Background: an optimization exercise with open tools, aiming at small area. Do not read the settings as production practice.
Function was checked by simulation only, so behaviour that the tests miss may differ from the original.
No activity file was given, so power comes from the tool's default toggle rates.

Setup of main:
// rv_alu_top
module rv_alu_top (
    input  logic                   clk,
    input  logic                   arst_n,
    input  logic [5-1:0] awaddr,
    input  logic                   awvalid,
    output logic                   awready,
    input  logic [32-1:0]    wdata,
    input  logic [3:0]             wstrb,
    input  logic                   wvalid,
    output logic                   wready,
    output logic [1:0]             bresp,
    output logic                   bvalid,
    input  logic                   bready,
    input  logic [5-1:0] araddr,
    input  logic                   arvalid,
    output logic                   arready,
    output logic [32-1:0]    rdata,
    output logic [1:0]             rresp,
    output logic                   rvalid,
    input  logic                   rready
);
    logic                wr_rdy_q;       
    logic                wr_fire, wr_en, rd_fire;
    logic [32-1:0] rs1, rs2, instr;
    logic                s1_q, s2_q, s3_q;   
    logic [32-1:0] alu_value;
    logic                alu_illegal;
    logic [32-1:0] result_q;       
    logic                res_ok_q;       
    logic                illegal_flag;
  ...
Size: ~1000 cells after synthesis, ~190 flip-flops, ~94 I/O pins, ~10000 um^2 of cells after synthesis.
==> module rv_alu_execute, before the edit <==
module rv_alu_execute (
    input  logic                clk,
    input  logic [32-1:0] instr,
    input  logic [32-1:0] rs1,
    input  logic [32-1:0] rs2,
    output logic [32-1:0] value,      
    output logic                illegal
);
    localparam int CUT1 = 11;
    localparam int CUT2 = 22;
    logic [6:0]  opcode;
    logic [2:0]  f3;
    logic [6:0]  f7;
    logic        is_op, is_opi, f7_base, f7_alt;
    logic [31:0] a, b, ax, p, sr_in, sr, x1, x0;
    logic [32:0] c;
    logic        sub, fill, slt_bit, c1_q, c2_q;
    logic        en_add, en_xo, en_ao, en_srl, en_sll, en_slt, en_sltu;
    assign opcode  = instr[6:0];
    assign f3      = instr[14:12];
    assign f7      = instr[31:25];
    assign is_op   = (opcode == 7'b0110011);
    assign is_opi  = (opcode == 7'b0010011);
    assign f7_base = (f7 == 7'b0000000);
    assign f7_alt  = (f7 == 7'b0100000);
    always_comb begin
        illegal = !(is_op || is_opi);
        if (is_op && !(f7_base || (f7_alt && (f3 == 3'b000 || f3 == 3'b101))))
            illegal = 1'b1;
        if (is_opi && f3 == 3'b001 && !f7_base)
            illegal = 1'b1;
        if (is_opi && f3 == 3'b101 && !(f7_base || f7_alt))
            illegal = 1'b1;
    end
    assign en_add  = !illegal && (f3 == 3'b000);
    assign en_sll  = !illegal && (f3 == 3'b001);
    assign en_slt  = !illegal && (f3 == 3'b010);
    assign en_sltu = !illegal && (f3 == 3'b011);
    assign en_xo   = !illegal && (f3 == 3'b100 || f3 == 3'b110);    
    assign en_srl  = !illegal && (f3 == 3'b101);
    assign en_ao   = !illegal && (f3 == 3'b110 || f3 == 3'b111);    
    assign a = rs1;
    assign b = instr[5] ? rs2 : {{20{instr[31]}}, instr[31:20]};
    assign sub = (f3 == 3'b000) ? (instr[5] & instr[30]) : (f3[2:1] == 2'b01);
    assign ax  = a ^ {32{sub}};
    assign p   = ax ^ b;                
    always_comb begin
        c[0] = sub;
        for (int i = 0; i < 32; i++) begin
            if (i + 1 == CUT1)      c[i+1] = c1_q;
            else if (i + 1 == CUT2) c[i+1] = c2_q;
            else                    c[i+1] = p[i] ? c[i] : a[i];
        end
    end
    always_ff @(posedge clk) begin
        c1_q <= p[CUT1-1] ? c[CUT1-1] : a[CUT1-1];
        c2_q <= p[CUT2-1] ? c[CUT2-1] : a[CUT2-1];
    end
    assign slt_bit = (en_sltu & ~c[32]) | (en_slt & ((a[31] ^ b[31]) ? a[31] : ~c[32]));
    assign fill = f3[2] & instr[30] & a[31];
    always_comb begin
        for (int i = 0; i < 32; i++) sr_in[i] = f3[2] ? a[i] : a[31-i];
    end
    logic [31:0] lv [0:5];
    assign lv[0] = sr_in;
    for (genvar k = 0; k < 5; k++) begin : g_lvl
        localparam int SB = 4 - k;
        localparam int SH = 1 << SB;
        for (genvar i = 0; i < 32; i++) begin : g_bit
            if (i + SH < 32) assign lv[k+1][i] = b[SB] ? lv[k][i+SH] : lv[k][i];
            else             assign lv[k+1][i] = b[SB] ? fill : lv[k][i];
        end
    end
    assign sr = lv[5];
    assign x1 = ({32{en_add}} & ~c[31:0]) | {32{en_xo}};
    assign x0 = ({32{en_add}} &  c[31:0]) | ({32{en_ao}} & a);
    always_comb begin
        for (int i = 0; i < 32; i++) begin
            value[i] = (p[i] ? x1[i] : x0[i])
                     | (en_srl & sr[i])
                     | (en_sll & sr[31-i]);
        end
        value[0] = value[0] | slt_bit;
    end
endmodule
==> module rv_alu_top, before the edit <==
module rv_alu_top (
    input  logic                   clk,
    input  logic                   arst_n,
    input  logic [5-1:0] awaddr,
    input  logic                   awvalid,
    output logic                   awready,
    input  logic [32-1:0]    wdata,
    input  logic [3:0]             wstrb,
    input  logic                   wvalid,
    output logic                   wready,
    output logic [1:0]             bresp,
    output logic                   bvalid,
    input  logic                   bready,
    input  logic [5-1:0] araddr,
    input  logic                   arvalid,
    output logic                   arready,
    output logic [32-1:0]    rdata,
    output logic [1:0]             rresp,
    output logic                   rvalid,
    input  logic                   rready
);
    logic                wr_rdy_q;       
    logic                wr_fire, wr_en, rd_fire;
    logic [32-1:0] rs1, rs2, instr;
    logic                s1_q, s2_q, s3_q;   
    logic [32-1:0] alu_value;
    logic                alu_illegal;
    logic [32-1:0] result_q;       
    logic                res_ok_q;       
    logic                illegal_flag;
    logic [15:0]         done_count;
    logic [16:0]         inc_c;
    logic [32-1:0] rd_data;
    assign awready = wr_rdy_q;
    assign wready  = wr_rdy_q;
    assign bresp   = 2'b00;
    assign rresp   = 2'b00;
    assign wr_fire = awvalid && wr_rdy_q && wvalid;
    assign rd_fire = arvalid && arready;
    assign wr_en   = wr_fire && (awaddr[1:0] == 2'b00) && (&wstrb);
    always_ff @(posedge clk or negedge arst_n) begin
        if (!arst_n) begin
            wr_rdy_q <= 1'b0;
            bvalid   <= 1'b0;
            arready  <= 1'b0;
            rvalid   <= 1'b0;
            s1_q     <= 1'b0;
            s2_q     <= 1'b0;
            s3_q     <= 1'b0;
        end else begin
            wr_rdy_q <= awvalid && wvalid && !wr_rdy_q && !bvalid;
            arready  <= arvalid && !arready && !rvalid;
            s1_q     <= wr_en && (awaddr[4:2] == 3'd2);
            s2_q     <= s1_q;
            s3_q     <= s2_q;
            if (wr_fire)     bvalid <= 1'b1;
            else if (bready) bvalid <= 1'b0;
            if (rd_fire)     rvalid <= 1'b1;
            else if (rready) rvalid <= 1'b0;
        end
    end
    always_ff @(posedge clk) begin
        if (wr_en && awaddr[4:2] == 3'd0) rs1   <= wdata;
        if (wr_en && awaddr[4:2] == 3'd1) rs2   <= wdata;
        if (wr_en && awaddr[4:2] == 3'd2) instr <= wdata;
    end
    rv_alu_execute i_execute (
        .clk, .instr, .rs1, .rs2, .value(alu_value), .illegal(alu_illegal)
    );
    always_ff @(posedge clk) begin
        if (s3_q) result_q <= alu_value;
    end
    always_comb begin
        inc_c[0] = s3_q;
        for (int i = 0; i < 16; i++) inc_c[i+1] = inc_c[i] & done_count[i];
    end
    always_ff @(posedge clk or negedge arst_n) begin
        if (!arst_n) begin
            res_ok_q     <= 1'b0;
            illegal_flag <= 1'b0;
            done_count   <= '0;
        end else begin
            done_count <= done_count ^ inc_c[15:0];
            if (s3_q) begin
                res_ok_q     <= 1'b1;
                illegal_flag <= illegal_flag | alu_illegal;
            end
        end
    end
    always_comb begin
        rd_data = '0;
        if (araddr[1:0] == 2'b00) begin
            case (araddr[4:2])
                3'd0:    rd_data = rs1;
                3'd1:    rd_data = rs2;
                3'd2:    rd_data = instr;
                3'd3:    rd_data = res_ok_q ? result_q : '0;
                3'd4:    rd_data = {done_count, 15'd0, illegal_flag};
                default: rd_data = '0;
            endcase
        end
    end
    always_ff @(posedge clk) begin
        if (!rvalid) rdata <= rd_data;
    end
endmodule
export LEC_CHECK = 0
export ABC_AREA = 1
export CAP_MARGIN = 0
export CORE_MARGIN = 2
export CORE_UTILIZATION = 55
export SLEW_MARGIN = 0
create_clock -name core_clock -period 5.0 [get_ports {clk}]
standard.sh (not shown) runs the stock make flow with config.mk's settings and CLKGATE_MAP_FILE= SYNTH_SCRIPT=/design/flow/synth_recipe.tcl, a recipe that flattens the netlist after the stock synthesis.
==> flow/flow/run.sh <==
#!/bin/bash
set -euo pipefail
rm -rf scripts_mod
cp -r "$FLOW_HOME/scripts" scripts_mod
printf 'strash\ndch -f\namap\ntopo\n' > scripts_mod/abc_area.script
export SCRIPTS_DIR="$PWD/scripts_mod"
export BUFFER_PORTS_ARGS="-buffer_cell sky130_fd_sc_hd__buf_1"
export CTS_ARGS="-sink_clustering_enable -repair_clock_nets -buf_list sky130_fd_sc_hd__clkbuf_8 -root_buf sky130_fd_sc_hd__clkbuf_16 -sink_clustering_size 20 -dont_use_dummy_load"
bash standard.sh > standard_make.log 2>&1
Setup changes, main to the feature branch
--- a/flow/design.v
+++ b/flow/design.v
@@ -4,4 +4,5 @@
     input  logic                clk,
     input  logic [32-1:0] instr,
+    input  logic                sub,        
     input  logic [32-1:0] rs1,
     input  logic [32-1:0] rs2,
@@ -17,5 +18,5 @@
     logic [31:0] a, b, ax, p, sr_in, sr, x1, x0;
     logic [32:0] c;
-    logic        sub, fill, slt_bit, c1_q, c2_q;
+    logic        fill, slt_bit, c1_q, c2_q;
     logic        en_add, en_xo, en_ao, en_srl, en_sll, en_slt, en_sltu;
     assign opcode  = instr[6:0];
@@ -44,5 +45,4 @@
     assign a = rs1;
     assign b = instr[5] ? rs2 : {{20{instr[31]}}, instr[31:20]};
-    assign sub = (f3 == 3'b000) ? (instr[5] & instr[30]) : (f3[2:1] == 2'b01);
     assign ax  = a ^ {32{sub}};
     assign p   = ax ^ b;                
@@ -155,6 +155,11 @@
         if (wr_en && awaddr[4:2] == 3'd2) instr <= wdata;
     end
+    logic sub_q;
+    always_ff @(posedge clk) begin
+        if (wr_en && awaddr[4:2] == 3'd2)
+            sub_q <= (wdata[14:12] == 3'b000) ? (wdata[5] & wdata[30]) : (wdata[14:13] == 2'b01);
+    end
     rv_alu_execute i_execute (
-        .clk, .instr, .rs1, .rs2, .value(alu_value), .illegal(alu_illegal)
+        .clk, .instr, .sub(sub_q), .rs1, .rs2, .value(alu_value), .illegal(alu_illegal)
     );
     always_ff @(posedge clk) begin
@@ -172,13 +177,11 @@
         end else begin
             done_count <= done_count ^ inc_c[15:0];
-            if (s3_q) begin
-                res_ok_q     <= 1'b1;
-                illegal_flag <= illegal_flag | alu_illegal;
-            end
+            res_ok_q     <= res_ok_q | s3_q;
+            illegal_flag <= illegal_flag | (s3_q & alu_illegal);
         end
     end
     always_comb begin
         rd_data = '0;
-        if (araddr[1:0] == 2'b00) begin
+        if (araddr[1:0] == 2'b00 && !rvalid) begin
             case (araddr[4:2])
                 3'd0:    rd_data = rs1;
@@ -192,5 +195,5 @@
     end
     always_ff @(posedge clk) begin
-        if (!rvalid) rdata <= rd_data;
+        rdata <= rd_data | (rdata & {32{rvalid}});
     end
 endmodule
Findings:
- Comparing setup slack after layout for the feature branch and main, the bigger number came from the feature branch.
- As of the feature branch, sequential power had fallen by a few percent compared to main.
- Changes observed in the feature branch relative to main: post-DP HPWL saw a decrease; share of the core filled with cells saw a decrease.
- Switching portion of total power: main vs the feature branch, no meaningful difference

-- re-timing with driven ports --
The results above use ideal ports. As a check the final layouts listed here were re-extracted and re-timed, cells and wires unchanged.
Step 1 (the two cells are an assumption about what drives the block):
set clk [get_ports {clk}]
set_driving_cell -lib_cell sky130_fd_sc_hd__clkbuf_16 $clk
set_driving_cell -lib_cell sky130_fd_sc_hd__buf_2 [delete_from_list [all_inputs] $clk]
Step 2 also shifts input and output timing later by t, the mid clock arrival at the registers, as if the neighbouring blocks saw the same clock.
Slacks: ideal ports / drivers / drivers and shift; pairs: ideal ports / drivers.
run | t (ns) | setup slack, ns | hold WS [ns] | worst setup path after step 2 | cell pins on the clock port's net
main | 0.434 | 0.461 / 0.461 / 0.461 | 0.364 / 0.364 / 0.364 | register to register | 1
the feature branch | 0.429 | 0.502 / 0.502 / 0.502 | 0.360 / 0.360 / 0.360 | register to register | 1
After both steps setup and hold are still met in every run listed.
